Source: an optimization exercise on an open RTL-to-GDS flow (aim: small area and a short achievable clock period). Production flows keep margins and buffers that such runs may drop.
RTL that was checked went through simulation tests only; none was proved equivalent to the original.
Power is estimated from default activity; no workload was simulated.

// mem_instr_cargable
module mem_instr_cargable #(
    parameter int               NBITS     = 32,
    parameter int               CELDAS    = 64,
    parameter int               BYTE_BITS = 8,
    parameter logic [NBITS-1:0] HALT_WORD = NBITS'(HALT_WORD_DEF),
    localparam int              LCW       = $clog2(CELDAS + 1)
) (
    input  logic                 i_clk,
    input  logic                 i_reset_n,
    input  logic [NBITS-1:0]     i_PC,
    input  logic                 i_fetch_en,
    output logic [NBITS-1:0]     o_Instruction,
    output logic                 o_pc_err,
    input  logic                 i_load_start,
    input  logic                 i_load_valid,
    input  logic [BYTE_BITS-1:0] i_load_byte,
    output logic                 o_load_ready,
    output logic                 o_load_done,
    output logic [LCW-1:0]       o_load_count
);
For scale: ~3800 cells after synthesis, ~2100 flip-flops, about 0.075 sq mm of cells after synthesis.
Settings: LEC_CHECK=0, CAP_MARGIN=20, CORE_MARGIN=2, CORE_UTILIZATION=65, CTS_CLUSTER_DIAMETER=80, CTS_CLUSTER_SIZE=25, PLACE_DENSITY=0.72, SETUP_SLACK_MARGIN=2.3, SLEW_MARGIN=20, SYNTH_HIERARCHICAL=1; clock period 5.0 ns.
run.sh (not shown) runs the stock make flow with config.mk's settings and CLKGATE_MAP_FILE= SYNTH_SCRIPT=/design/flow/synth_recipe.tcl, a recipe that flattens the netlist after the stock synthesis.
The first run passed the timing, design-rule and antenna checks.
Edit:
--- a/flow/config.mk
+++ b/flow/config.mk
@@ -8,9 +8,6 @@
 export CAP_MARGIN = 20
 export CORE_MARGIN = 2
-export CORE_UTILIZATION = 65
-export CTS_CLUSTER_DIAMETER = 80
-export CTS_CLUSTER_SIZE = 25
-export PLACE_DENSITY = 0.72
-export SETUP_SLACK_MARGIN = 2.3
+export CORE_UTILIZATION = 55
+export SETUP_SLACK_MARGIN = 2.55
 export SLEW_MARGIN = 20
 export SYNTH_HIERARCHICAL = 1
Wire length rose by 10%.
Non-clock buffer count climbs by 82.
Combinational power came out higher by about 7%.
Via count grows by 2.3%.
Register-to-register slack gets better by 0.25 ns.
Design area climbs by 7.0%.
Utilization fell by 7.1 points.
Edit:
--- a/flow/config.mk
+++ b/flow/config.mk
@@ -9,4 +9,6 @@
 export CORE_MARGIN = 2
 export CORE_UTILIZATION = 55
+export CTS_CLUSTER_DIAMETER = 60
+export CTS_CLUSTER_SIZE = 16
 export SETUP_SLACK_MARGIN = 2.55
 export SLEW_MARGIN = 20
What happened:
- die area stays the same
- final area decreases by 2.3%
- combinational power stays flat
- register-to-register slack is about the same
Edit:
--- a/flow/config.mk
+++ b/flow/config.mk
@@ -8,7 +8,8 @@
 export CAP_MARGIN = 20
 export CORE_MARGIN = 2
-export CORE_UTILIZATION = 55
-export CTS_CLUSTER_DIAMETER = 60
-export CTS_CLUSTER_SIZE = 16
+export CORE_UTILIZATION = 65
+export CTS_CLUSTER_DIAMETER = 70
+export CTS_CLUSTER_SIZE = 20
+export PLACE_DENSITY = 0.72
 export SETUP_SLACK_MARGIN = 2.55
 export SLEW_MARGIN = 20
After rerunning:
- design area barely changes
- routed wire length climbs by 2.1%
- first-iteration DRC count climbs by 31%
- via count climbs by 4.9%
- global-route usage climbs by 4.8 points

---

mem_instr_cargable again, from the RTL that the note above started with.
## mem_instr_cargable
module mem_instr_cargable #(
    parameter int               NBITS     = 32,
    parameter int               CELDAS    = 64,
    parameter int               BYTE_BITS = 8,
    parameter logic [NBITS-1:0] HALT_WORD = NBITS'(HALT_WORD_DEF),
    localparam int              LCW       = $clog2(CELDAS + 1)
) (
    input  logic                 i_clk,
    input  logic                 i_reset_n,
    input  logic [NBITS-1:0]     i_PC,
    input  logic                 i_fetch_en,
    output logic [NBITS-1:0]     o_Instruction,
    output logic                 o_pc_err,
    input  logic                 i_load_start,
    input  logic                 i_load_valid,
    input  logic [BYTE_BITS-1:0] i_load_byte,
    output logic                 o_load_ready,
    output logic                 o_load_done,
    output logic [LCW-1:0]       o_load_count
);
export LEC_CHECK = 0
export CAP_MARGIN = 20
export CORE_MARGIN = 2
export CORE_UTILIZATION = 55
export CTS_CLUSTER_DIAMETER = 80
export CTS_CLUSTER_SIZE = 25
export SETUP_SLACK_MARGIN = 2.55
export SLEW_MARGIN = 20
export SYNTH_HIERARCHICAL = 1
create_clock -name core_clock -period 5.0 [get_ports {i_clk}]
==> next run, changes <==
- CORE_UTILIZATION: 55 -> 65
- PLACE_DENSITY: unset -> 0.72
- SETUP_SLACK_MARGIN: 2.55 -> 2.45
=> Routed wire length shrinks by a few percent. Synthesized area does not change. Power fell by a few percent.
==> next run, changes <==
- SETUP_SLACK_MARGIN: 2.45 -> 2.7
After rerunning: Fmax is lower by about 3.3%; power climbs by 2.0%; worst hold slack got worse by 7.1 ps; sequential power barely changes; clock power came out higher by about 2%; die area does not change; sequential share of layout area falls by 5.0 points; wire length went up by 19%; final cell count climbs by 4.3%.

---

== run A ==
The RTL this note starts from:
==> flow/design.v <==
package mem_instr_cargable_pkg;
    localparam logic [1:0] S_IDLE = 2'd0;
    localparam logic [1:0] S_LOAD = 2'd1;
    localparam logic [1:0] S_DONE = 2'd2;
    localparam logic [31:0] NOP_WORD      = 32'h0000_0000;
    localparam logic [31:0] HALT_WORD_DEF = 32'hFFFF_FFFF;
endpackage
module mem_instr_byte_packer #(
    parameter int NBITS     = 32,
    parameter int BYTE_BITS = 8
) (
    input  logic                 i_clk,
    input  logic                 i_reset_n,
    input  logic                 i_clr,
    input  logic                 i_byte_en,
    input  logic [BYTE_BITS-1:0] i_byte,
    output logic [NBITS-1:0]     o_word,
    output logic                 o_word_valid
);
    localparam int NB = NBITS / BYTE_BITS;
    localparam int CW = (NB > 1) ? $clog2(NB) : 1;
    logic [NBITS-1:0] shift_q;
    logic [CW-1:0]    cnt_q;
    assign o_word       = shift_q;
    assign o_word_valid = i_byte_en && (cnt_q == CW'(NB - 1));
    always_ff @(posedge i_clk or negedge i_reset_n) begin
        if (!i_reset_n)
            cnt_q <= '0;
        else if (i_clr)
            cnt_q <= '0;
        else if (i_byte_en)
            cnt_q <= cnt_q + CW'(1);
    end
    always_ff @(posedge i_clk) begin
        if (i_byte_en)
            shift_q <= {shift_q[NBITS-BYTE_BITS-1:0], i_byte};
    end
endmodule
import mem_instr_cargable_pkg::*;
module mem_instr_cargable #(
    parameter int               NBITS     = 32,
    parameter int               CELDAS    = 64,
    parameter int               BYTE_BITS = 8,
    parameter logic [NBITS-1:0] HALT_WORD = NBITS'(HALT_WORD_DEF),
    localparam int              LCW       = $clog2(CELDAS + 1)
) (
    input  logic                 i_clk,
    input  logic                 i_reset_n,
    input  logic [NBITS-1:0]     i_PC,
    input  logic                 i_fetch_en,
    output logic [NBITS-1:0]     o_Instruction,
    output logic                 o_pc_err,
    input  logic                 i_load_start,
    input  logic                 i_load_valid,
    input  logic [BYTE_BITS-1:0] i_load_byte,
    output logic                 o_load_ready,
    output logic                 o_load_done,
    output logic [LCW-1:0]       o_load_count
);
    localparam int CW = $clog2(CELDAS + 1);
    localparam int AW = (CELDAS > 1) ? $clog2(CELDAS) : 1;
    localparam int IW = NBITS - 2;
    logic [NBITS-1:0] mem [CELDAS];
    logic [1:0]       state_q;
    logic [CW-1:0]    count_q;
    logic [NBITS-1:0] instr_q;
    logic             err_q;
    logic             byte_en, pk_clr, word_valid;
    logic [NBITS-1:0] word;
    logic [IW-1:0]    idx;
    logic             unused_pc;
    logic             wr_q;
    logic [AW-1:0]    wr_addr_q;
    assign idx       = i_PC[NBITS-1:2];
    assign unused_pc = ^i_PC[1:0];
    assign byte_en   = i_load_valid && (state_q == S_LOAD);
    assign pk_clr    = (state_q == S_IDLE) && i_load_start;
    mem_instr_byte_packer #(
        .NBITS     (NBITS),
        .BYTE_BITS (BYTE_BITS)
    ) u_packer (
        .i_clk        (i_clk),
        .i_reset_n    (i_reset_n),
        .i_clr        (pk_clr),
        .i_byte_en    (byte_en),
        .i_byte       (i_load_byte),
        .o_word       (word),
        .o_word_valid (word_valid)
    );
    always_ff @(posedge i_clk or negedge i_reset_n) begin
        if (!i_reset_n) begin
            state_q <= S_IDLE;
            count_q <= '0;
        end else begin
            unique case (state_q)
                S_LOAD: begin
                    if (word_valid) begin
                        count_q <= count_q + CW'(1);
                        if (count_q == CW'(CELDAS - 1))
                            state_q <= S_DONE;
                    end
                end
                S_DONE: state_q <= S_IDLE;
                default: begin
                    if (i_load_start) begin
                        state_q <= S_LOAD;
                        count_q <= '0;
                    end
                end
            endcase
        end
    end
    always_ff @(posedge i_clk or negedge i_reset_n) begin
        if (!i_reset_n) begin
            instr_q <= '0;
            err_q   <= 1'b0;
        end else if (i_fetch_en) begin
            if (state_q != S_IDLE) begin
                instr_q <= NBITS'(NOP_WORD);
                err_q   <= 1'b0;
            end else if (!i_load_start) begin
                if (idx >= IW'(CELDAS)) begin
                    instr_q <= NBITS'(NOP_WORD);
                    err_q   <= 1'b1;
                end else begin
                    instr_q <= mem[idx[AW-1:0]];
                    err_q   <= 1'b0;
                end
            end
        end
    end
    always_ff @(posedge i_clk) begin
        wr_q      <= word_valid;
        wr_addr_q <= count_q[AW-1:0];
    end
    always_ff @(posedge i_clk) begin
        if (wr_q)
            mem[wr_addr_q] <= word;
    end
    assign o_Instruction = instr_q;
    assign o_pc_err      = err_q;
    assign o_load_ready  = state_q[0];
    assign o_load_done   = state_q[1];
    assign o_load_count  = count_q;
endmodule
clock: 5.0 ns
lec_check: 0
cap_margin: 20
core_margin: 2
core_utilization: 55
setup_slack_margin: 2.3
slew_margin: 20
Edits applied to the flow inputs when going from run A to run B:
Settings: clearing SETUP_SLACK_MARGIN, which used to be 2.3.
### Flow results
Looking at non-clock buffer count, run B sits 109 lower than run A does. Against run A, first-iteration DRC count in run B fell by a few percent. Compared with run A, in run B worst setup slack shrank by 0.45 ns; vertical die dimension held steady; shortest period the worst path allows grew by 0.45 ns; power density relative to cell area grew by 1.2%; TritonCTS buffer count shrank by 0.96%. Cmp run B and run A / peak clock frequency supported by timing / higher: run A. Run B vs. run A: total chip power went down by 150 uW. Vias per cell is higher on run A. Compared run B vs run A, and utilization after layout is down in run B.
Function was not checked in any run of this note: the RTL went through the layout flow alone.

## static timing again, ports no longer ideal
Ports are ideal in the flow. The routed layouts listed here were re-timed in OpenROAD. Step 1 assumes that a clkbuf_16 drives the clock port and a buf_2 every other input. Step 2 times the ports against the registers' clock, not the clock port: input delays grow and output delays shrink by t, the midpoint of the rising clock arrivals with the driver on. Three values: no drivers, after step 1, after step 2; two values: the first two.
run	t (ns)	setup slack, ns	clock arrival spread, ns	cell pins on the clock port's net
the first run of note 1	0.792	2.118 / 2.174 / 1.383	0.032 / 0.031	1
the second run of note 1	0.902	2.456 / 2.353 / 1.451	0.032 / 0.032	1
the third run of note 1	0.873	2.404 / 2.276 / 1.403	0.028 / 0.028	1
the fourth run of note 1	0.800	2.340 / 2.356 / 1.556	0.025 / 0.026	1
the first run of note 2	0.843	2.374 / 2.249 / 1.406	0.048 / 0.047	1
the second run of note 2	0.792	2.328 / 2.363 / 1.571	0.028 / 0.028	1
the third run of note 2	0.818	2.237 / 2.251 / 1.433	0.050 / 0.049	1
run A	0.899	2.050 / 2.050 / 1.319	0.039 / 0.038	1
run B	0.885	1.600 / 1.600 / 1.046	0.030 / 0.030	1
After both steps every run listed still meets setup and hold. The setup slack of the second run of note 1, which loses most, moves by -0.103 ns with the drivers and by -1.005 ns with both steps.
